Context: an optimization exercise on an open-source flow, tuned for small area, a short achievable clock period and few clock cycles per item. The choices shown serve that exercise and are no tape-out recipe.
Function was checked by simulation only, so behaviour that the tests miss may differ from the original.
Power and IR drop assume default switching activity.

==> flow/design.v <==
`default_nettype none
package wqe_fetch_pkg;
    localparam int WQE_WIDTH  = 512;
    localparam int WQE_BYTES  = WQE_WIDTH / 8;
    localparam int ADDR_WIDTH = 32;
    localparam int QPID_LSB   = 328;
    localparam int QPID_WIDTH = 4;
    localparam int QPID_MSB   = QPID_LSB + QPID_WIDTH - 1;
    localparam int PAD_WIDTH  = WQE_WIDTH - QPID_MSB - 1;
    typedef logic [ADDR_WIDTH-1:0] addr_t;
    typedef union packed {
        logic [WQE_WIDTH-1:0] raw;
        struct packed {
            logic [PAD_WIDTH-1:0]  pad;
            logic [QPID_WIDTH-1:0] qpn;
            logic [QPID_LSB-1:0]   body;
        } f;
    } wqe_u;
endpackage
`default_nettype wire
`timescale 1ns/100ps
`default_nettype none
import wqe_fetch_pkg::*;
module wqe_fetch_top
#(
    parameter int MAX_QP   = 16,
    parameter int SQ_DEPTH = 4096,
    parameter int BODY     = 32          
)(
    input  logic                  clk,
    input  logic                  rst_n,
    output logic                  o_fetch_ready,
    input  logic                  i_arbit_val,
    input  logic [QPID_WIDTH-1:0] i_qp_idx,
    input  logic [MAX_QP-1:0]     i_active,
    input  logic [MAX_QP-1:0]     i_wqe_cache_alfull,
    input  logic [ADDR_WIDTH-1:0] i_sq_base,
    output logic [ADDR_WIDTH-1:0] o_axi_araddr,
    output logic                  o_axi_arvalid,
    input  logic                  i_axi_arready,
    input  logic [WQE_WIDTH-1:0]  i_axi_rdata,
    input  logic                  i_axi_rvalid,
    output logic                  o_axi_rready,
    output logic                  o_wqe_cache_wr,
    output logic [WQE_WIDTH-1:0]  o_wqe,
    input  logic [MAX_QP-1:0]     i_wqe_cache_full
);
    localparam int PI_WIDTH = $clog2(SQ_DEPTH);
    localparam int BA       = $clog2(BODY);
    localparam int OFF_LSB  = $clog2(WQE_BYTES);
    localparam int OFF_W    = ADDR_WIDTH - OFF_LSB;
    logic                  g_valid;
    logic [MAX_QP-1:0]     g_sel;       
    logic [QPID_WIDTH-1:0] g_qp;
    logic [PI_WIDTH-1:0]   sq_pi  [MAX_QP];
    logic                  pi_init;
    logic                  ar_valid;
    logic [OFF_W-1:0]      ar_addr;
    logic                  hd_vld;
    logic [QPID_WIDTH-1:0] hd_qp;
    logic [QPID_WIDTH-1:0] body [BODY];
    logic [BA:0]           bwp;
    logic [BA:0]           brp;
    logic                  req_ok_q;
    logic                  fr_a;
    logic                  grant;
    logic                  xfer;
    logic                  ar_fire;
    logic                  push;
    logic                  body_empty;   
    logic                  body_full;    
    logic                  to_head;
    logic [PI_WIDTH-1:0]   cur_pi;
    logic [QPID_WIDTH-1:0] hd_nxt;
    function automatic logic [OFF_W-1:0] prefix_add(input logic [OFF_W-1:0] a,
                                                    input logic [OFF_W-1:0] b);
        logic [OFF_W-1:0] g;
        logic [OFF_W-1:0] p;
        logic [OFF_W-1:0] gg;
        logic [OFF_W-1:0] pp;
        g  = a & b;
        p  = a ^ b;
        gg = g;
        pp = p;
        for (int l = 1; l < OFF_W; l = l * 2)
            for (int i = 0; i < OFF_W; i++)
                if ((i / l) % 2 == 1)
                begin
                    gg[i] = gg[i] | (pp[i] & gg[(i / l) * l - 1]);
                    pp[i] = pp[i] & pp[(i / l) * l - 1];
                end
        prefix_add = p ^ {gg[OFF_W-2:0], 1'b0};
    endfunction
    assign xfer          = g_valid & ~body_full & (~ar_valid | i_axi_arready);
    assign o_fetch_ready = fr_a | (req_ok_q & ~body_full & i_axi_arready);
    logic                  req_ok;
    logic                  g_valid_d;
    logic                  ar_valid_d;
    logic [BA:0]           bwp_d;
    logic [BA:0]           brp_d;
    logic                  body_full_d;
    logic                  body_empty_d;
    assign req_ok      = (|i_active) & ~(&i_wqe_cache_alfull);
    assign g_valid_d   = grant | (g_valid & ~xfer);
    assign ar_valid_d  = xfer | (ar_valid & ~ar_fire);
    assign bwp_d       = bwp + (BA+1)'(xfer & ~to_head);
    assign brp_d       = brp + (BA+1)'(push & ~body_empty);
    assign body_full_d  = (bwp_d == {~brp_d[BA], brp_d[BA-1:0]});
    assign body_empty_d = (bwp_d == brp_d);
    assign grant         = i_arbit_val & o_fetch_ready;
    assign ar_fire       = ar_valid & i_axi_arready;
    always_comb
    begin
        cur_pi = '0;
        g_qp   = '0;
        for (int q = 0; q < MAX_QP; q++)
        begin
            if (g_sel[q])
                cur_pi = cur_pi | sq_pi[q];
            if (g_sel[q])
                g_qp = g_qp | QPID_WIDTH'(q);
        end
    end
    assign to_head       = ~hd_vld | (push & body_empty);
    always_ff @(posedge clk or negedge rst_n)
    begin
        if (!rst_n)
        begin
            g_valid  <= 1'b0;
            pi_init  <= 1'b0;
            ar_valid <= 1'b0;
            hd_vld   <= 1'b0;
            bwp      <= '0;
            brp      <= '0;
            req_ok_q <= 1'b0;
            fr_a     <= 1'b0;
            body_full  <= 1'b0;
            body_empty <= 1'b1;
        end
        else
        begin
            req_ok_q <= req_ok;
            fr_a     <= req_ok & (~g_valid_d | (~body_full_d & ~ar_valid_d));
            body_full  <= body_full_d;
            body_empty <= body_empty_d;
            if (grant)
                g_valid <= 1'b1;
            else if (xfer)
                g_valid <= 1'b0;
            pi_init  <= 1'b1;
            if (xfer)
                ar_valid <= 1'b1;
            else if (ar_fire)
                ar_valid <= 1'b0;
            if (xfer)
                hd_vld <= 1'b1;
            else if (push & body_empty)
                hd_vld <= 1'b0;
            bwp <= bwp_d;
            brp <= brp_d;
        end
    end
    always_ff @(posedge clk)
    begin
        if (grant)
            g_sel <= MAX_QP'(1) << i_qp_idx;
        for (int q = 0; q < MAX_QP; q++)
            if (~pi_init | (xfer & g_sel[q]))
                sq_pi[q] <= pi_init ? cur_pi + 1'b1 : '0;
        if (xfer)
        begin
            ar_addr <= prefix_add(i_sq_base[ADDR_WIDTH-1:OFF_LSB], OFF_W'({g_qp, cur_pi}));
        end
        if (xfer & ~to_head)
            body[bwp[BA-1:0]] <= g_qp;
        if ((xfer & to_head) | push)
            hd_qp <= hd_nxt;
    end
    assign o_axi_arvalid = ar_valid;
    assign o_axi_araddr  = {ar_addr, i_sq_base[OFF_LSB-1:0]};
    assign hd_nxt = (xfer & to_head) ? g_qp : body[brp[BA-1:0]];
    assign o_wqe_cache_wr = i_axi_rvalid & hd_vld;
    assign o_axi_rready   = ~i_wqe_cache_full[hd_qp];
    assign push           = o_wqe_cache_wr & o_axi_rready;
    assign o_wqe          = {{PAD_WIDTH{1'b0}}, hd_qp, i_axi_rdata[QPID_LSB-1:0]};
endmodule
`default_nettype wire
==> flow/flow/run.sh <==
#!/bin/bash
# Standard layout with four changes: port buffers are buf_1, constant outputs share
# tie cells through per-port buffers (flow/ties.tcl), o_axi_rready gets a shallow
# cone of its own (flow/rready.tcl), and CTS adds no dummy loads.
set -euo pipefail
here=$(pwd)
export BUFFER_PORTS_ARGS="-buffer_cell sky130_fd_sc_hd__buf_1"
export POST_GLOBAL_PLACE_TCL=$here/flow/ties.tcl
export POST_FLOORPLAN_TCL=$here/flow/rready.tcl
export CTS_ARGS="-sink_clustering_enable -repair_clock_nets -dont_use_dummy_load -buf_list {sky130_fd_sc_hd__clkbuf_4} -sink_clustering_size 9 -sink_clustering_max_diameter 30"
bash standard.sh > standard.log 2>&1
==> flow/flow/rready.tcl <==
# Run at the end of floorplan (POST_FLOORPLAN_TCL). Rebuilds the cone that drives
# o_axi_rready = ~i_wqe_cache_full[hd_qp] as a decoder of the (early) hd_qp register
# and a shallow tree from the (late) full inputs (a22oi, nand4, nor2) that drives the
# port and every internal load; the cone synthesis made is then left without loads
# and removed.
set block [ord::get_db_block]
set db [ord::get_db]
set pnet [[$block findBTerm o_axi_rready] getNet]
set ndrv 0
set mnet NULL
foreach it [$pnet getITerms] {
  if {[$it isOutputSignal]} {
    # when synthesis drove the port through an inverter, its input carries
    # i_wqe_cache_full[hd_qp] to the internal logic too: that net gets the new cone
    set old [$it getInst]
    if {[regexp {__(clk)?inv_} [[$old getMaster] getName]]} {
      set mnet [[$old findITerm A] getNet]
    }
    $it disconnect
    incr ndrv
  }
}
if {$ndrv != 1} { error "rready.tcl: o_axi_rready has $ndrv drivers" }
proc cell {master name} {
  set m [[ord::get_db] findMaster $master]
  return [odb::dbInst_create [ord::get_db_block] $m $name]
}
proc pin {inst term net} {
  [$inst findITerm $term] connect $net
}
set full {}
set q {NULL NULL NULL NULL}
foreach inst [$block getInsts] {
  if {[regexp {^hd_qp\\?\[([0-3])\\?\]\$} [$inst getName] -> b]} {
    lset q $b [[$inst findITerm Q] getNet]
  }
}
set nq {}
for {set b 0} {$b < 4} {incr b} {
  set n [lindex $q $b]
  if {$n eq "NULL"} { error "rready.tcl: no register hd_qp\[$b\]" }
  set c [cell sky130_fd_sc_hd__inv_1 rready_inv_$b]
  set m [odb::dbNet_create $block rready_nq$b]
  pin $c A $n
  pin $c Y $m
  lappend nq $m
}
set sel {}
for {set i 0} {$i < 16} {incr i} {
  lappend full [[$block findBTerm "i_wqe_cache_full\[$i\]"] getNet]
  set c [cell sky130_fd_sc_hd__and4_1 rready_dec_$i]
  set m [odb::dbNet_create $block rready_sel$i]
  foreach t {A B C D} b {0 1 2 3} {
    pin $c $t [lindex [expr {($i >> $b) & 1 ? $q : $nq}] $b]
  }
  pin $c X $m
  lappend sel $m
}
set y {}
for {set k 0} {$k < 8} {incr k} {
  set c [cell sky130_fd_sc_hd__a22oi_1 rready_a22oi_$k]
  set n [odb::dbNet_create $block rready_y$k]
  pin $c A1 [lindex $full [expr {2 * $k}]]
  pin $c A2 [lindex $sel [expr {2 * $k}]]
  pin $c B1 [lindex $full [expr {2 * $k + 1}]]
  pin $c B2 [lindex $sel [expr {2 * $k + 1}]]
  pin $c Y $n
  lappend y $n
}
set z {}
for {set j 0} {$j < 2} {incr j} {
  set c [cell sky130_fd_sc_hd__nand4_1 rready_nand4_$j]
  set n [odb::dbNet_create $block rready_z$j]
  foreach t {A B C D} k {0 1 2 3} { pin $c $t [lindex $y [expr {4 * $j + $k}]] }
  pin $c Y $n
  lappend z $n
}
set c [cell sky130_fd_sc_hd__nor2_1 rready_nor2]
pin $c A [lindex $z 0]
pin $c B [lindex $z 1]
pin $c Y $pnet
if {$mnet ne "NULL"} {
  set mdrv 0
  foreach it [$mnet getITerms] {
    if {[$it isOutputSignal]} {
      $it disconnect
      incr mdrv
    }
  }
  if {$mdrv != 1} { error "rready.tcl: i_wqe_cache_full\[hd_qp\] net has $mdrv drivers" }
  # a copy of the nand4 level for the internal loads keeps them off the port's path
  set zi {}
  for {set j 0} {$j < 2} {incr j} {
    set c [cell sky130_fd_sc_hd__nand4_1 rready_int_nand4_$j]
    set n [odb::dbNet_create $block rready_zi$j]
    foreach t {A B C D} k {0 1 2 3} { pin $c $t [lindex $y [expr {4 * $j + $k}]] }
    pin $c Y $n
    lappend zi $n
  }
  set c [cell sky130_fd_sc_hd__or2_1 rready_or2]
  pin $c A [lindex $zi 0]
  pin $c B [lindex $zi 1]
  pin $c X $mnet
}
set before [llength [$block getInsts]]
eliminate_dead_logic
puts "rready.tcl: o_axi_rready rebuilt as decoder and a22oi/nand4/nor2, [expr {$before - [llength [$block getInsts]]}] cells of the old cone removed"
==> flow/flow/ties.tcl <==
# Run after global placement (POST_GLOBAL_PLACE_TCL), once buffer_ports has run.
# The standard flow gives every constant output its own tie cell. Here each constant
# output gets a buf_1 in its tie's place instead, and neighbouring buffers share one
# tie cell, so far fewer tie cells are left with an unused, unextracted pin.
set block [ord::get_db_block]
set bufm [[ord::get_db] findMaster sky130_fd_sc_hd__buf_1]
set group 10
set ports {}
foreach inst [$block getInsts] {
  if {[[$inst getMaster] getName] ne "sky130_fd_sc_hd__conb_1"} { continue }
  foreach pin {LO HI} {
    set net [[$inst findITerm $pin] getNet]
    if {$net eq "NULL"} { continue }
    set bts [$net getBTerms]
    if {[llength $bts] != 1 || [llength [$net getITerms]] != 1} { continue }
    set bt [lindex $bts 0]
    set box [$bt getBBox]
    # order ports along the die edge so that a group's ports are neighbours
    lappend ports [list $pin [$box xMin] [$box yMin] $inst $net]
  }
}
proc edge_key {p} {
  lassign $p pin x y
  return [list $pin [expr {$x + 100000 * $y}]]
}
set ports [lsort -command {apply {{a b} {
  set ka [edge_key $a]; set kb [edge_key $b]
  if {[lindex $ka 0] ne [lindex $kb 0]} { return [string compare [lindex $ka 0] [lindex $kb 0]] }
  return [expr {[lindex $ka 1] < [lindex $kb 1] ? -1 : ([lindex $ka 1] > [lindex $kb 1])}]
}}} $ports]
set n 0
set k 0
set lastpin ""
foreach p $ports {
  lassign $p pin x y tie net
  set loc [$tie getLocation]
  if {$k % $group == 0 || $pin ne $lastpin} {
    set k 0
    set shared [odb::dbNet_create $block "tie_shared_$n"]
    set it [$tie findITerm $pin]
    $it disconnect
    $it connect $shared
  } else {
    odb::dbInst_destroy $tie
  }
  set b [odb::dbInst_create $block $bufm "tie_buf_$n"]
  $b setLocation [lindex $loc 0] [lindex $loc 1]
  $b setPlacementStatus PLACED
  [$b findITerm A] connect $shared
  [$b findITerm X] connect $net
  set lastpin $pin
  incr n
  incr k
}
puts "ties.tcl: $n constant outputs buffered from shared tie cells"
==> flow/standard.sh <==
#!/bin/bash
# synth_recipe.tcl (not shown) runs the flow's synth.tcl, then flattens the netlist and writes it again
# the make line also repeats each setting of config.mk as NAME=value (left out here)
make -C /OpenROAD-flow-scripts/flow DESIGN_CONFIG=/design/flow/config.mk WORK_HOME=/design/flow/orfs CLKGATE_MAP_FILE= SYNTH_SCRIPT=/design/flow/synth_recipe.tcl "${@:-finish}"
==> flow/config.mk <==
export PLATFORM = sky130hd
export DESIGN_NAME = wqe_fetch_top
export DESIGN_NICKNAME = wqe_fetch_top
export VERILOG_FILES = /design/flow/design.v
export SDC_FILE = /design/flow/constraint.sdc
export NUM_CORES = 4
export LEC_CHECK = 0
export CAP_MARGIN = 0
export CORE_AREA = 10 10 410 410
export DIE_AREA = 0 0 420 420
export SETUP_SLACK_MARGIN = 4.2
export SLEW_MARGIN = 0
==> flow/constraint.sdc <==
create_clock -name core_clock -period 8.0 [get_ports {clk}]
set_input_delay 1.6000 -clock core_clock [delete_from_list [all_inputs] [get_ports {clk}]]
set_output_delay 1.6000 -clock core_clock [all_outputs]
set_load 0.01 [all_outputs]
==> impl_metrics.ini, run 1 <==
[clock_tree]
path_clk_slew_ns = 0.06
clk_latency_ns = 0.79
cts_tree = yes
clock_tree.root_cell = clkbuf_4
cts_sinks = 386
cts_buffers = 54
cts_buffer_depth = 3
h-tree-depth = 2

[synthesis]
synth_area_leaders = edfxtp_1 56%, buf_4 20%, mux4_2 5.0%
synth_edf_count = 366
yosysSeqAreaShare_pct = 58.9
synthesis.instances = 1439
synth_top_area_share_pct = 56.4
netlist-cell-type-count = 51
syn_area_mm2 = 0.0195
ys_warn_count = 2
ys.flop_type = edfxtp_1
ys_async_sr_fraction_pct = 5.18
avgSynthCellArea_um2 = 13.6
yosysTopAreaCell = edfxtp_1
ys_ff_latch = 386

[sta]
fin_crit_sh_pct = 48.0
final_hold_viol_count = 0
rsz0062_at_grt = yes
tightest_slew_ns = 1.06
max_clock_freq_mhz = 260
tns_ns = 0
setup_violations = 0
min_period_ns = 3.84
drv_slew = 0
slew_headroom_pct = 28.9
fin_skew_ns = 0.142

[power_and_ir_drop]
seqPwrFrac_pct = 52.7
switchingPower_mw = 2.04
power_density_mw_per_mm2 = 294
clockPowerShare_pct = 15.3
switching_share_pct = 33.5
p_int_mw = 4.04
comb_power_share_pct = 32.0
p_leak_nw = 6.33
ir_drop_v = 0.000120

[hold_path]
worstHoldPathType = register to register

[placement]
place_area_mm2 = 0.0196
hpwlAfterDp_mm = 69.4
portBuffers = 116
place_inst = 3324

[setup_path]
path_max_fanout = 2
r2r-end = ar_addr[21]
startpoint = i_wqe_cache_full[14]
crit_type = input port to output port
crit_required_ns = 6.40
critical_path_buf_inv_count = 2
crit_path_max_incr_delay_ns = 0.21
crit_path_start_kind = input port
critPathTopFamily = buffers and inverters
r2r_slack_ns = 4.28
cp.depth = 5
crit_chain = buf_1, a22oi_2, nand4_1, nor2_1, buf_2
r2r_start = g_sel[2]
crit_path_end = o_axi_rready
cpMaxStageDelayCell = a22oi_2
cp-end-kind = output port
cp.arrival_ns = 2.24
reg2reg_depth = 14

[global_route]
antenna_found_initial = 6
grt_max_degree = 41
grt-ovfl-total = 0
grt_pass1_wl_mm = 109
grt_pass1_vias = 10809
grt_use_total_pct = 9.25

[job]
drv_cap = 0

[detailed_routing]
drt_iter0_drc = 803
drt.antenna.violating_nets = 0
drtPass1Iterations = 5
wl_per_cell_um = 25.7
viasPerCell = 3.13
wirelength_mm = 88.1
via_count = 10755
drc = 0

[floorplanning]
initial_utilization_pct = 12.3
core-area_mm2 = 0.159
die_area_mm2 = 0.176
pin_count = 1149
dieWidth_um = 420
die_h_um = 420
core.rowCount = 146

[finish]
final_nets = 1987
fill_cells = 17665
drive_gt1_share_pct = 16.3
area_growth_pct = 5.93
final_common_cell = edfxtp_1
final_cells = 3435
finish.utilization_pct = 13.0
fin_area_mm2 = 0.0207
final_cell_mix = 366 x edfxtp_1, 295 x buf_1, 67 x nor2_1

[run_status]
status = finished clean
power by group through the flow:
stage | logic [mW] | registers (mW) | clock network (mW)
2_1_floorplan | 1.40 | 3.16 | 0
3_3_place_gp | 1.71 | 3.27 | 0
3_5_place_dp | 1.75 | 3.30 | 0
4_1_cts | 1.91 | 3.20 | 0.962
5_1_grt | 2.11 | 3.26 | 1.03
6_report | 1.94 | 3.20 | 0.930
layout make-up:
type / instances / area, um^2 / area share (%)
Timing Repair Buffer: 190 / 1060 / 5.14
Buffer: 180 / 676 / 3.27
Tap cell: 2072 / 2590 / 12.5
Sequential cell: 386 / 11500 / 55.6
Clock buffer: 54 / 405 / 1.96
Inverter: 26 / 97.6 / 0.472
Antenna cell: 3 / 7.51 / 0.0363
Multi-Input combinational cell: 524 / 4320 / 20.9
synth_stat cells (all sizes together), types with 2 or more instances:
| cell type | number |
|---|---|
| a22o | 30 |
| a221oi | 30 |
| and4 | 8 |
| dfrtp | 19 |
| nand2 | 66 |
| fa | 4 |
| and2 | 7 |
| nand3b | 3 |
| clkbuf | 20 |
| nand3 | 18 |
| o21a | 3 |
| inv | 22 |
| a21o | 6 |
| a22oi | 36 |
| nor2 | 68 |
| xor2 | 11 |
| nor2b | 4 |
| and3 | 6 |
| a211oi | 3 |
| or3 | 3 |
| mux4 | 45 |
| edfxtp | 366 |
| o21ai | 8 |
| nand2b | 5 |
| conb | 2 |
| buf | 529 |
| a31oi | 2 |
| a21oi | 9 |
| nor4 | 11 |
| mux2 | 2 |
| xnor2 | 26 |
| ha | 20 |
| mux2i | 3 |
| nand4 | 16 |
| nor3 | 19 |
state kept, by name, indices dropped and copies added, names as in the netlist:
register,flops
bwp,6
body,128
ar_valid,1
body_full,1
ar_addr,26
hd_qp,4
fr_a,1
req_ok_q,1
g_sel,16
brp,6
hd_vld,1
body_empty,1
pi_init,1
g_valid,1
sq_pi,192
through the flow:
stage          setup WS (ns)  total power, mW  hold WS (ns)
6_report                4.16             6.07         0.472
4_1_cts                 4.17             6.07         0.477
2_1_floorplan           3.62             4.56         0.451
5_1_grt                 4.13             6.40         0.517
3_3_place_gp            3.51             4.99         0.468
3_5_place_dp            3.45             5.05         0.469
how the worst min path moves through the flow:
| stage | start | to | slack (ns) | cells past startpoint |
|---|---|---|---|---|
| floorplan | bwp[5] | bwp[5] | 0.45 | 1 |
| global route | bwp[5] | bwp[5] | 0.52 | 1 |
| CTS | bwp[5] | bwp[5] | 0.48 | 1 |
| global placement | bwp[5] | bwp[5] | 0.47 | 1 |
| detailed placement | bwp[5] | bwp[5] | 0.47 | 1 |
| finish | bwp[5] | bwp[5] | 0.47 | 1 |
cell families after synthesis:
family	count (synthesis)	share of synthesized area, %
AOI/OAI and AO/OA	132	5.27
DFF	386	58.9
buffers and inverters	572	21.0
muxes	50	5.50
xor gates and xnor gates	37	1.66
other	2	0.0385
adders and majority gates	24	1.69
and+or+nand+nor	236	5.86
per-layer routing:
layer	vias up	GRT usage, %	share of wire [%]
met3	296	11.6	28
met2	801	13.9	43
li1	4602	-	-
met4	8	5.22	6.6
met1	5048	6.17	22
met5	-	2.05	0.55
repair_timing:
action | 4_1_cts | 5_1_grt
hold buffers | 0 | 0
cloned | 0 | 1
setup endpoints to repair | 53 | 28
resized for setup | 23 | 24
pin swaps | 3 | 14
setup buffers | 41 | 12
hold endpoints to repair | 0 | 0
Testbench counts, summed over its fixed seeds: cycles 11,267, items 8,000.
==> inputs of run 2 (changes only) <==
--- a/flow/config.mk
+++ b/flow/config.mk
@@ -9,4 +9,4 @@
 export CORE_AREA = 10 10 410 410
 export DIE_AREA = 0 0 420 420
-export SETUP_SLACK_MARGIN = 4.2
+export SETUP_SLACK_MARGIN = 4.1
 export SLEW_MARGIN = 0
==> impl_metrics.ini, run 2 <==
[floorplanning]
pin_count = 1149
dieWidth_um = 420
core.rowCount = 146
initial_utilization_pct = 12.3
die_h_um = 420
die_area_mm2 = 0.176
core-area_mm2 = 0.159

[setup_path]
cpMaxStageDelayCell = a22oi_1
path_max_fanout = 2
crit_path_start_kind = input port
critical_path_buf_inv_count = 2
crit_chain = buf_1, a22oi_1, nand4_1, nor2_1, buf_2
r2r_slack_ns = 4.26
crit_type = input port to output port
r2r-end = ar_addr[25]
crit_required_ns = 6.40
cp.depth = 5
crit_path_max_incr_delay_ns = 0.21
cp-end-kind = output port
reg2reg_depth = 13
cp.arrival_ns = 2.25
r2r_start = g_sel[0]
critPathTopFamily = simple AND/OR/NAND/NOR gates

[sta]
tns_ns = 0
final_hold_viol_count = 0
rsz0062_at_grt = yes
min_period_ns = 3.85
slew_headroom_pct = 28.2
fin_crit_sh_pct = 48.1
fin_skew_ns = 0.148
fin_ws_ns = 4.15
drv_slew = 0
setup_violations = 0
tightest_slew_ns = 1.07
timing.hold.ws_ns = 0.473
max_clock_freq_mhz = 260

[placement]
pre_cts_ws_ns = 3.45
hpwlAfterDp_mm = 69.4
place_inst = 3324
portBuffers = 116

[hold_path]
worstHoldStart = bwp[5]
hold_path_end = bwp[5]
whs_path_depth = 1
worstHoldPathType = register to register

[power_and_ir_drop]
total_power_mw = 6.02
p_leak_nw = 6.24
ir_drop_v = 0.000120
power_density_mw_per_mm2 = 294

[clock_tree]
clk_latency_ns = 0.80
clock_tree.root_cell = clkbuf_4
ctsHoldBuffers = 0
cts_tree = yes
cts_sinks = 386
cts_buffers = 54
cts_buffer_depth = 3
path_clk_slew_ns = 0.06
h-tree-depth = 2

[global_route]
grt_max_degree = 41
grt_pass1_vias = 10747
grt_pass1_wl_mm = 109
grt-ovfl-total = 0
antenna_found_initial = 5
grt_use_total_pct = 9.24

[synthesis]
avgSynthCellArea_um2 = 13.6
synth_commonest_cells = 515 x buf_4, 366 x edfxtp_1, 67 x nor2_1
synth_edf_count = 366
ys_warn_count = 2
synthesis.instances = 1439
netlist-cell-type-count = 51
ys_ff_latch = 386
ys.flop_type = edfxtp_1
synth_top_area_share_pct = 56.4
yosysTopAreaCell = edfxtp_1
ys_async_sr_fraction_pct = 5.18
syn_area_mm2 = 0.0195
yosysSeqAreaShare_pct = 58.9
synth_area_leaders = edfxtp_1 56%, buf_4 20%, mux4_2 5.0%
yosysMostFrequentCell = buf_4

[detailed_routing]
viasPerCell = 3.12
drc = 0
drtPass1Iterations = 7
drt.antenna.violating_nets = 0
wirelength_mm = 88.0
via_count = 10689
wl_per_cell_um = 25.7
drt_iter0_drc = 781

[finish]
final_nets = 1974
area_growth_pct = 4.91
final_cells = 3421
drive_gt1_share_pct = 14.3
largest_reg_flops = 192
regMostFlops = sq_pi
final_common_cell = edfxtp_1
final_cell_mix = 366 x edfxtp_1, 295 x buf_1, 67 x nor2_1

[run_status]
status = finished clean

[job]
drv_cap = 0
-- run 2: through the flow --
| stage | area, um^2 | utilization (%) |
|---|---|---|
| after floorplan | 20200 | - |
| after global placement | 19500 | 12.3 |
| after detailed placement | 19600 | 12.3 |
| after CTS | 20400 | 12.8 |
| after global routing | 20500 | 12.9 |
| final | 20500 | 12.9 |
-- run 2: layout make-up --
cell class,instances,area [um^2]
Multi-Input combinational cell,523,4240
Fill cell,17680,138000
Clock buffer,54,405
Tap cell,2072,2590
Antenna cell,2,5.00
Sequential cell,386,11500
Timing Repair Buffer,178,952
Inverter,26,97.6
Buffer,180,676
-- run 2: layer usage --
layer,GRT usage (%),share of wire [%]
met5,2.05,0.53
met4,5.10,6.6
met3,11.6,28
met2,13.9,43
met1,6.19,22
-- run 2: how the worst max path moves through the flow --
stage,start,slack [ns],endpoint
after floorplan,i_wqe_cache_full[15],3.62,fr_a
after global placement,i_sq_base[6],3.51,ar_addr[25]
after detailed placement,g_sel[12],3.45,ar_addr[25]
after CTS,g_sel[9],4.09,ar_addr[25]
after global routing,g_sel[4],4.05,ar_addr[25]
final,i_wqe_cache_full[6],4.15,o_axi_rready
-- run 2: where the power goes --
group	internal (mW)	leakage, nW	switching, mW
Combinational	0.739	2.27	1.16
Clock	0.307	0.248	0.622
Sequential	2.96	3.72	0.242
-- run 2: worst reg2reg max path, delay by kind of cell, from the launching register on --
family                   cells  cell delay, ns
AO/OA/AOI/OAI                3            0.88
XOR/XNOR                     1            0.19
adder cells (fa/ha/maj)      1            0.35
buffers and inverters        3            0.48
flip-flops                   1            0.42
AND/OR/NAND/NOR              5            1.09
-- run 2: cell families (layout without fill, tap and decap cells) --
| group | count (synthesis) | in the layout | synth area share [%] |
|---|---|---|---|
| compound gates | 132 | 140 | 5.27 |
| simple gates | 236 | 258 | 5.86 |
| mux | 50 | 45 | 5.50 |
| xor+xnor | 37 | 37 | 1.66 |
| buf+inv | 572 | 438 | 21.0 |
| flops | 386 | 386 | 58.9 |
| fa+ha+maj | 24 | 24 | 1.69 |
| other cells | 2 | 21 | 0.0385 |
-- run 2: timing repair --
action,4_1_cts,5_1_grt
setup endpoints to repair,49,11
endpoints found under the hold margin,0,0
cloned,0,0
setup buffers,41,0
pin swaps,1,1
resized for setup,10,10
==> inputs of run 3 (changes only) <==
--- a/flow/flow/run.sh
+++ b/flow/flow/run.sh
@@ -1,6 +1,11 @@
 #!/bin/bash
-# Standard layout with four changes: port buffers are buf_1, constant outputs share
-# tie cells through per-port buffers (flow/ties.tcl), o_axi_rready gets a shallow
-# cone of its own (flow/rready.tcl), and CTS adds no dummy loads.
+# The standard layout (standard.sh) with these changes:
+# - port buffers are buf_1 (buffer_ports picks a larger, slower delay cell otherwise);
+# - flow/ties.tcl: each constant output gets a buf_1 in place of its own tie cell, and
+#   neighbouring buffers share one tie cell (fewer tie cells with an unused pin);
+# - flow/rready.tcl: the o_axi_rready = ~i_wqe_cache_full[hd_qp] cone is rebuilt as a
+#   decoder of hd_qp and a shallow a22oi/nand4/nor2 tree from the full inputs;
+# - CTS uses clkbuf_4 with small sink clusters and adds no dummy loads.
+# make's output (every tool run) goes to standard.log; ORFS keeps per-step logs too.
 set -euo pipefail
 here=$(pwd)
==> impl_metrics.ini, run 3 <==
[run_status]
status = finished clean

[detailed_routing]
drc = 0
wl_per_cell_um = 25.7
drt_iter0_drc = 781
viasPerCell = 3.12
drt.antenna.violating_nets = 0
via_count = 10689
wirelength_mm = 88.0
drtPass1Iterations = 7

[floorplanning]
pin_count = 1149
dieWidth_um = 420
die_area_mm2 = 0.176
core-area_mm2 = 0.159
core.rowCount = 146
die_h_um = 420
initial_utilization_pct = 12.3

[finish]
largest_reg_flops = 192
multiInputGateArea_mm2 = 0.00424
fin_area_mm2 = 0.0205
final_nets = 1974
area_growth_pct = 4.91
regMostFlops = sq_pi
drive_gt1_share_pct = 14.3
fill_cells = 17680
final_common_cell = edfxtp_1
final_cell_mix = 366 x edfxtp_1, 295 x buf_1, 67 x nor2_1
ff_latch_area_mm2 = 0.0115

[hold_path]
worstHoldStart = bwp[5]
worstHoldPathType = register to register

[setup_path]
crit_type = input port to output port
startpoint = i_wqe_cache_full[6]
cp-end-kind = output port
path_max_fanout = 2
r2r-end = ar_addr[25]
crit_path_max_incr_delay_ns = 0.21
r2r_start = g_sel[0]
cpMaxStageDelayCell = a22oi_1
crit_required_ns = 6.40
reg2reg_depth = 13
cp.arrival_ns = 2.25
crit_path_end = o_axi_rready
r2r_slack_ns = 4.26
crit_path_start_kind = input port
crit_chain = buf_1, a22oi_1, nand4_1, nor2_1, buf_2

[placement]
place_area_mm2 = 0.0196
portBuffers = 116
hpwlAfterDp_mm = 69.4
pre_cts_ws_ns = 3.45

[synthesis]
syn_area_mm2 = 0.0195
synth_area_leaders = edfxtp_1 56%, buf_4 20%, mux4_2 5.0%
ys_ff_latch = 386
yosysSeqAreaShare_pct = 58.9
yosysMostFrequentCell = buf_4
ys_async_sr_fraction_pct = 5.18
avgSynthCellArea_um2 = 13.6
netlist-cell-type-count = 51
ys.flop_type = edfxtp_1
synth_edf_count = 366
yosysTopAreaCell = edfxtp_1
synth_top_area_share_pct = 56.4
ys_warn_count = 2
synthesis.instances = 1439
synth_commonest_cells = 515 x buf_4, 366 x edfxtp_1, 67 x nor2_1

[global_route]
grt_pass1_wl_mm = 109
grt_use_total_pct = 9.24
grt_max_degree = 41
grt-ovfl-total = 0
antenna_found_initial = 5
grt_pass1_vias = 10747

[clock_tree]
clk_latency_ns = 0.80
cts_buffers = 54
cts_tree = yes
cts_sinks = 386
ctsHoldBuffers = 0
cts_buffer_depth = 3
clock_tree.root_cell = clkbuf_4
path_clk_slew_ns = 0.06
h-tree-depth = 2

[sta]
fin_ws_ns = 4.15
min_period_ns = 3.85
tightest_slew_ns = 1.07
max_clock_freq_mhz = 260
setup_violations = 0
tns_ns = 0
rsz0062_at_grt = yes
fin_skew_ns = 0.148
final_hold_viol_count = 0
drv_slew = 0
slew_headroom_pct = 28.2
fin_crit_sh_pct = 48.1

[power_and_ir_drop]
p_leak_nw = 6.24
ir_drop_v = 0.000120
power_density_mw_per_mm2 = 294

[job]
drv_cap = 0
-- run 3: cell counts after synthesis --
No cell type changed its count.
-- run 3: how the worst min path moves through the flow --
stage	cells past startpoint	endpoint
final	1	bwp[5]
after CTS	1	bwp[5]
after global placement	1	bwp[5]
after global routing	1	bwp[5]
after floorplan	1	bwp[5]
after detailed placement	1	bwp[5]
-- run 3: critical path: cells and delay by family --
kind,cells,cell delay [ns]
AO/OA/AOI/OAI,1,0.21
buffers and inverters,2,0.20
AND/OR/NAND/NOR,2,0.23
-- run 3: layout make-up --
cell class	instances	share of cell area [%]
sequential	386	56.2
multi-input combinational	523	20.7
tap	2072	12.7
timing repair buffer	178	4.65
buffer	180	3.30
clock buffer	54	1.98
inverter	26	0.477
antenna	2	0.0245
-- run 3: routing by layer --
metal / vias to the layer above / wire, um / track usage (%)
met5: - / 468 / 2.05
met4: 6 / 5820 / 5.10
met3: 298 / 24600 / 11.6
met2: 767 / 37700 / 13.9
met1: 5045 / 19400 / 6.19
li1: 4573 / - / -
-- run 3: power by group --
group / internal [mW] / total, mW / switching, mW
logic: 0.739 / 1.89 / 1.16
clock network: 0.307 / 0.930 / 0.622
registers: 2.96 / 3.20 / 0.242
total: 4.00 / 6.02 / 2.02
-- run 3: cells by family (layout without fill, tap and decap cells) --
family,Yosys count,count (layout),share of synthesized area [%]
AOI/OAI and AO/OA,132,140,5.27
other,2,21,0.0385
muxes,50,45,5.50
adders and majority gates,24,24,1.69
xor gates and xnor gates,37,37,1.66
and+or+nand+nor,236,258,5.86
buffers and inverters,572,438,21.0
DFF,386,386,58.9
-- run 3: repair_timing --
| item | 4_1_cts | 5_1_grt |
|---|---|---|
| gates resized for setup | 10 | 10 |
| setup endpoints to repair | 49 | 11 |
| pin swaps | 1 | 1 |
| setup buffers | 41 | 0 |
-- run 3: stage by stage --
stage	power, mW	hold WS, ns	util [%]	std cells
finish	6.02	0.473	12.9	3421
global route	6.34	0.517	12.9	3420
CTS	6.06	0.477	12.8	3419
detailed placement	5.05	0.469	12.3	3324
global placement	4.99	0.468	12.3	3306
floorplan	4.56	0.451	-	1618
==> inputs of run 4 (changes only) <==
--- a/flow/flow/rready.tcl
+++ b/flow/flow/rready.tcl
@@ -89,10 +89,22 @@
   }
   if {$mdrv != 1} { error "rready.tcl: i_wqe_cache_full\[hd_qp\] net has $mdrv drivers" }
-  # a copy of the nand4 level for the internal loads keeps them off the port's path
+  # a copy of the a22oi and nand4 levels for the internal loads keeps them off the
+  # port's path
+  set yi {}
+  for {set k 0} {$k < 8} {incr k} {
+    set c [cell sky130_fd_sc_hd__a22oi_1 rready_int_a22oi_$k]
+    set n [odb::dbNet_create $block rready_yi$k]
+    pin $c A1 [lindex $full [expr {2 * $k}]]
+    pin $c A2 [lindex $sel [expr {2 * $k}]]
+    pin $c B1 [lindex $full [expr {2 * $k + 1}]]
+    pin $c B2 [lindex $sel [expr {2 * $k + 1}]]
+    pin $c Y $n
+    lappend yi $n
+  }
   set zi {}
   for {set j 0} {$j < 2} {incr j} {
     set c [cell sky130_fd_sc_hd__nand4_1 rready_int_nand4_$j]
     set n [odb::dbNet_create $block rready_zi$j]
-    foreach t {A B C D} k {0 1 2 3} { pin $c $t [lindex $y [expr {4 * $j + $k}]] }
+    foreach t {A B C D} k {0 1 2 3} { pin $c $t [lindex $yi [expr {4 * $j + $k}]] }
     pin $c Y $n
     lappend zi $n
==> impl_metrics.ini, run 4 <==
[global_route]
grt_max_degree = 41
grt-ovfl-total = 0
grt_pass1_wl_mm = 112
grt_use_total_pct = 9.57
grt_pass1_vias = 10773
antenna_found_initial = 7

[synthesis]
avgSynthCellArea_um2 = 13.6
synth_top_area_share_pct = 56.4
synth_area_leaders = edfxtp_1 56%, buf_4 20%, mux4_2 5.0%
synth_edf_count = 366
yosysTopAreaCell = edfxtp_1
ys_async_sr_fraction_pct = 5.18
yosysMostFrequentCell = buf_4
yosysSeqAreaShare_pct = 58.9
ys_warn_count = 2
netlist-cell-type-count = 51
ys.flop_type = edfxtp_1
syn_area_mm2 = 0.0195
synth_commonest_cells = 515 x buf_4, 366 x edfxtp_1, 67 x nor2_1
synthesis.instances = 1439
ys_ff_latch = 386

[setup_path]
r2r-end = ar_addr[25]
path_max_fanout = 2
cp-end-kind = output port
r2r_start = g_sel[14]
crit_chain = buf_1, a22oi_1, nand4_1, nor2_1, buf_2
r2r_slack_ns = 4.22
cpMaxStageDelayCell = a22oi_1
crit_required_ns = 6.40
crit_type = input port to output port
cp.arrival_ns = 2.29
crit_path_start_kind = input port
crit_path_max_incr_delay_ns = 0.21
reg2reg_depth = 13

[clock_tree]
cts_sinks = 386
path_clk_slew_ns = 0.09
cts_buffers = 51
clock_tree.root_cell = clkbuf_4
cts_buffer_depth = 3
ctsHoldBuffers = 0
cts_tree = yes
h-tree-depth = 2
clk_latency_ns = 0.80

[sta]
timing.hold.ws_ns = 0.476
rsz0062_at_grt = yes
tns_ns = 0
fin_crit_sh_pct = 48.6
tightest_slew_ns = 1.04
fin_skew_ns = 0.172
drv_slew = 0
slew_headroom_pct = 30.4
min_period_ns = 3.89
max_clock_freq_mhz = 257
final_hold_viol_count = 0
setup_violations = 0

[finish]
largest_reg_flops = 192
drive_gt1_share_pct = 13.9
regMostFlops = sq_pi
fill_cells = 17717
final_nets = 1973
final_common_cell = edfxtp_1
multiInputGateArea_mm2 = 0.00430
area_growth_pct = 4.86
ff_latch_area_mm2 = 0.0115
final_cell_mix = 366 x edfxtp_1, 293 x buf_1, 67 x nor2_1

[placement]
portBuffers = 116
hpwlAfterDp_mm = 72.6

[hold_path]
whs_path_depth = 1
worstHoldStart = bwp[5]
worstHoldPathType = register to register
hold_path_end = bwp[5]

[floorplanning]
core.rowCount = 146
dieWidth_um = 420
core-area_mm2 = 0.159
pin_count = 1149
initial_utilization_pct = 12.3
die_area_mm2 = 0.176
die_h_um = 420

[power_and_ir_drop]
p_leak_nw = 6.20
ir_drop_v = 0.000142
power_density_mw_per_mm2 = 294

[detailed_routing]
via_count = 10849
wirelength_mm = 91.0
drtPass1Iterations = 6
wl_per_cell_um = 26.6
viasPerCell = 3.17
drt_iter0_drc = 835
drt.antenna.violating_nets = 0
drc = 0

[run_status]
status = finished clean

[job]
drv_cap = 0
==> run 4: cell types whose count changed in the layout (fill, tap and decap cells not counted), moves of 2 or more <==
cell and change:
buf_1 -2, clkbuf_2 +2, clkbuf_4 -3, buf_4 -5
a22oi_1 +9
==> run 4: routing by layer <==
metal | global-route usage (%) | vias up | wire, um
met5 | 0.765 | - | 172
met4 | 6.35 | 2 | 7100
met3 | 11.5 | 294 | 24400
met2 | 14.7 | 813 | 39700
met1 | 6.19 | 5142 | 19600
li1 | - | 4598 | -
==> run 4: per-stage QoR <==
stage          instances  area (um^2)  power [mW]  utilization (%)  setup WS [ns]
6_report            3421        20400        6.01             12.9           4.11
5_1_grt             3420        20400        6.32             12.9           4.07
3_3_place_gp        3315        19600        4.99             12.3           3.45
4_1_cts             3416        20400        6.04             12.8           4.12
2_1_floorplan       1618        20200        4.56                -           3.62
3_5_place_dp        3333        19700        5.07             12.4           3.42
==> run 4: cells by family after synthesis <==
logic type / synth area share [%]
xor+xnor: 1.66
fa+ha+maj: 1.69
other cells: 0.0385
simple gates: 5.86
buf+inv: 21.0
mux: 5.50
compound gates: 5.27
flops: 58.9
==> run 4: cell type report <==
cell class | count | share of cell area (%)
antenna | 3 | 0.0367
tap | 2072 | 12.7
buffer | 180 | 3.30
multi-input combinational | 531 | 21.0
timing repair buffer | 172 | 4.39
clock buffer | 51 | 1.87
sequential | 386 | 56.2
inverter | 26 | 0.477
==> run 4: report_power, final <==
group | leakage, nW | total, mW | switching, mW | internal (mW)
combinational | 2.24 | 1.90 | 1.16 | 0.737
clock | 0.235 | 0.918 | 0.626 | 0.291
sequential | 3.72 | 3.20 | 0.241 | 2.96
==> run 4: worst max path at each step <==
| stage | start | to | slack, ns | depth (start not counted) |
|---|---|---|---|---|
| after floorplan | i_wqe_cache_full[15] | fr_a | 3.62 | 14 |
| after global placement | i_sq_base[6] | ar_addr[24] | 3.45 | 10 |
| after CTS | i_axi_rvalid | o_wqe_cache_wr | 4.12 | 3 |
| final | i_wqe_cache_full[6] | o_axi_rready | 4.11 | 5 |
| after global routing | g_sel[14] | ar_addr[25] | 4.07 | 13 |
| after detailed placement | i_sq_base[6] | ar_addr[24] | 3.42 | 10 |
==> run 4: timing repair <==
action	4_1_cts	5_1_grt
setup buffers	32	2
pin swaps	0	5
gates resized for setup	8	17
endpoints found under the setup margin	23	14
==> run 4: worst max-delay path, delay by kind of cell <==
family | cells | cell delay (ns)
and+or+nand+nor | 2 | 0.25
buffers and inverters | 2 | 0.22
AOI/OAI and AO/OA | 1 | 0.21
==> inputs of run 5 (changes only) <==
--- a/flow/config.mk
+++ b/flow/config.mk
@@ -9,4 +9,4 @@
 export CORE_AREA = 10 10 410 410
 export DIE_AREA = 0 0 420 420
-export SETUP_SLACK_MARGIN = 4.1
+export SETUP_SLACK_MARGIN = 4.2
 export SLEW_MARGIN = 0
==> impl_metrics.ini, run 5 <==
[run_status]
status = finished clean

[floorplanning]
initial_utilization_pct = 12.3
die_area_mm2 = 0.176
core-area_mm2 = 0.159
dieWidth_um = 420
core.rowCount = 146
die_h_um = 420
pin_count = 1149

[setup_path]
path_max_fanout = 2
cp-end-kind = output port
crit_required_ns = 6.40
crit_type = input port to output port
cp.arrival_ns = 2.27
crit_path_start_kind = input port

[synthesis]
synth_xor_area_share_pct = 1.66
avgSynthCellArea_um2 = 13.6
synthAdderAreaFrac_pct = 1.69
synthesis.instances = 1439
ys_ff_latch = 386
synth_top_area_share_pct = 56.4
synth_top_family_by_area = buffers and inverters
syn_area_mm2 = 0.0195
synth-compound-area-share_pct = 5.27
yosysMostFrequentCell = buf_4
ys_async_sr_fraction_pct = 5.18
synth_commonest_cells = 515 x buf_4, 366 x edfxtp_1, 67 x nor2_1
ys_warn_count = 2
synth_area_leaders = edfxtp_1 56%, buf_4 20%, mux4_2 5.0%
synth-simple-area-share_pct = 5.86
synth_edf_count = 366
yosysTopAreaCell = edfxtp_1
ys.flop_type = edfxtp_1
netlist-cell-type-count = 51
yosysSeqAreaShare_pct = 58.9
synth_mux_area_share_pct = 5.50

[finish]
final_common_cell = edfxtp_1
largest_reg_flops = 192
regMostFlops = sq_pi
area_growth_pct = 5.23
finish.utilization_pct = 12.9
fill_cells = 17712
final_nets = 1977
drive_gt1_share_pct = 14.5
final_cell_mix = 366 x edfxtp_1, 292 x buf_1, 66 x nand2_1, 66 x nor2_1, 57 x buf_4

[clock_tree]
ctsHoldBuffers = 0
cts_tree = yes
clock_tree.root_cell = clkbuf_4
h-tree-depth = 2
clk_latency_ns = 0.80
cts_buffer_depth = 3
cts_buffers = 51
cts_sinks = 386
path_clk_slew_ns = 0.09

[detailed_routing]
wl_per_cell_um = 26.5
via_count = 10871
drtPass1Iterations = 5
viasPerCell = 3.17
drt.antenna.violating_nets = 0
wirelength_mm = 90.9
drt_iter0_drc = 749
drc = 0

[hold_path]
worstHoldPathType = register to register

[placement]
hpwlAfterDp_mm = 72.6
portBuffers = 116

[global_route]
grt_use_total_pct = 9.57
grt-ovfl-total = 0
grt_pass1_vias = 10796
grt_max_degree = 41
grt_pass1_wl_mm = 112
antenna_found_initial = 7

[sta]
tightest_slew_ns = 1.05
max_clock_freq_mhz = 258
fin_skew_ns = 0.178
drv_slew = 0
slew_headroom_pct = 30.3
setup_violations = 0
fin_crit_sh_pct = 48.4
tns_ns = 0
final_hold_viol_count = 0
min_period_ns = 3.87
rsz0062_at_grt = yes

[power_and_ir_drop]
ir_drop_v = 0.000142
power_density_mw_per_mm2 = 294
p_leak_nw = 6.24

[job]
drv_cap = 0
-- run 5: cells by family (layout without fill, tap and decap cells) --
logic type,count (synthesis),in the layout
multiplexers,50,45
buffers and inverters,572,433
adder cells (fa/ha/maj),24,24
AO/OA/AOI/OAI,132,148
flip-flops,386,386
other,2,22
XOR/XNOR,37,37
AND/OR/NAND/NOR,236,258
-- run 5: final timing paths --
check | cells after the start | from | slack (ns) | to
max | 5 | i_wqe_cache_full[6] | 4.13 | o_axi_rready
min | 1 | bwp[5] | 0.48 | bwp[5]
max reg2reg | 15 | g_sel[0] | 4.29 | ar_addr[8]
min reg2reg | 1 | bwp[5] | 0.48 | bwp[5]
max in group asynchronous | 2 | rst_n | 6.83 | body_empty
min in group asynchronous | 2 | rst_n | 0.79 | pi_init
-- run 5: report_power, final --
| group | switching, mW | total [mW] | leakage, nW | internal (mW) |
|---|---|---|---|---|
| logic | 1.17 | 1.92 | 2.28 | 0.747 |
| registers | 0.238 | 3.20 | 3.72 | 2.96 |
| clock network | 0.627 | 0.919 | 0.235 | 0.291 |
| total | 2.04 | 6.03 | 6.24 | 4.00 |
-- run 5: area by class of cell --
class	instances	area, um^2	share of cell area [%]
clock buffer	51	383	1.87
inverter	26	97.6	0.476
multi-input combinational	531	4330	21.1
tap	2072	2590	12.6
antenna	3	7.51	0.0366
sequential	386	11500	56.0
timing repair buffer	176	941	4.59
buffer	180	676	3.29
-- run 5: critical path, cell delays in order --
cell	delay [ns]
clkbuf_2	0.10
a22oi_2	0.17
nand4_1	0.13
nor2_1	0.13
buf_2	0.14
-- run 5: what timing repair did --
item	4_1_cts	5_1_grt
resized for setup	13	26
pin swaps	4	6
endpoints found under the setup margin	24	16
setup buffers	33	5
-- run 5: through the flow --
step | instances | hold WS (ns) | area, um^2 | total power, mW | setup WS (ns)
5_1_grt | 3424 | 0.504 | 20500 | 6.34 | 4.11
3_5_place_dp | 3333 | 0.470 | 19700 | 5.07 | 3.42
6_report | 3425 | 0.477 | 20500 | 6.03 | 4.13
2_1_floorplan | 1618 | 0.451 | 20200 | 4.56 | 3.62
3_3_place_gp | 3315 | 0.466 | 19600 | 4.99 | 3.45
4_1_cts | 3417 | 0.483 | 20400 | 6.05 | 4.13
-- run 5: routing by layer --
| metal | track usage [%] | routed length (um) | vias up |
|---|---|---|---|
| met5 | 0.765 | 172 | - |
| met3 | 11.5 | 24300 | 289 |
| met2 | 14.7 | 39700 | 785 |
| met4 | 6.35 | 7010 | 2 |
| met1 | 6.20 | 19700 | 5191 |
| li1 | - | - | 4604 |

## what the ideal ports hide
The results above use ideal ports. As a check the final layouts listed here were re-extracted and re-timed, cells and wires unchanged. Step 1 sets driving cells, clkbuf_16 on the clock port and buf_2 on the other inputs (assumed; they add their load-dependent delay and slew). Step 2 adds t to the input delays and takes it off the output delays; t is the mean of the earliest and latest rising clock arrival at the registers after step 1. Input paths then give back, and output paths get back, about the clock's delay inside the block. Slacks: ideal / step 1 / step 2; pairs: ideal / step 1.
run | t (ns) | setup WS [ns] | clock arrival spread, ns | worst slew at a driven data input, ns
run 1 | 0.782 | 4.156 / 4.124 / 3.632 | 0.163 / 0.162 | 0.48
run 2 | 0.785 | 4.151 / 4.126 / 3.711 | 0.167 / 0.168 | 0.47
run 3 | 0.785 | 4.151 / 4.126 / 3.711 | 0.167 / 0.168 | 0.47
run 4 | 0.774 | 4.111 / 4.078 / 3.643 | 0.177 / 0.178 | 0.49
run 5 | 0.773 | 4.131 / 4.098 / 3.558 | 0.184 / 0.184 | 0.49
After both steps every run listed still meets setup and hold. The setup slack of run 5, which loses most, moves by -0.033 ns with the drivers and by -0.573 ns with both steps.
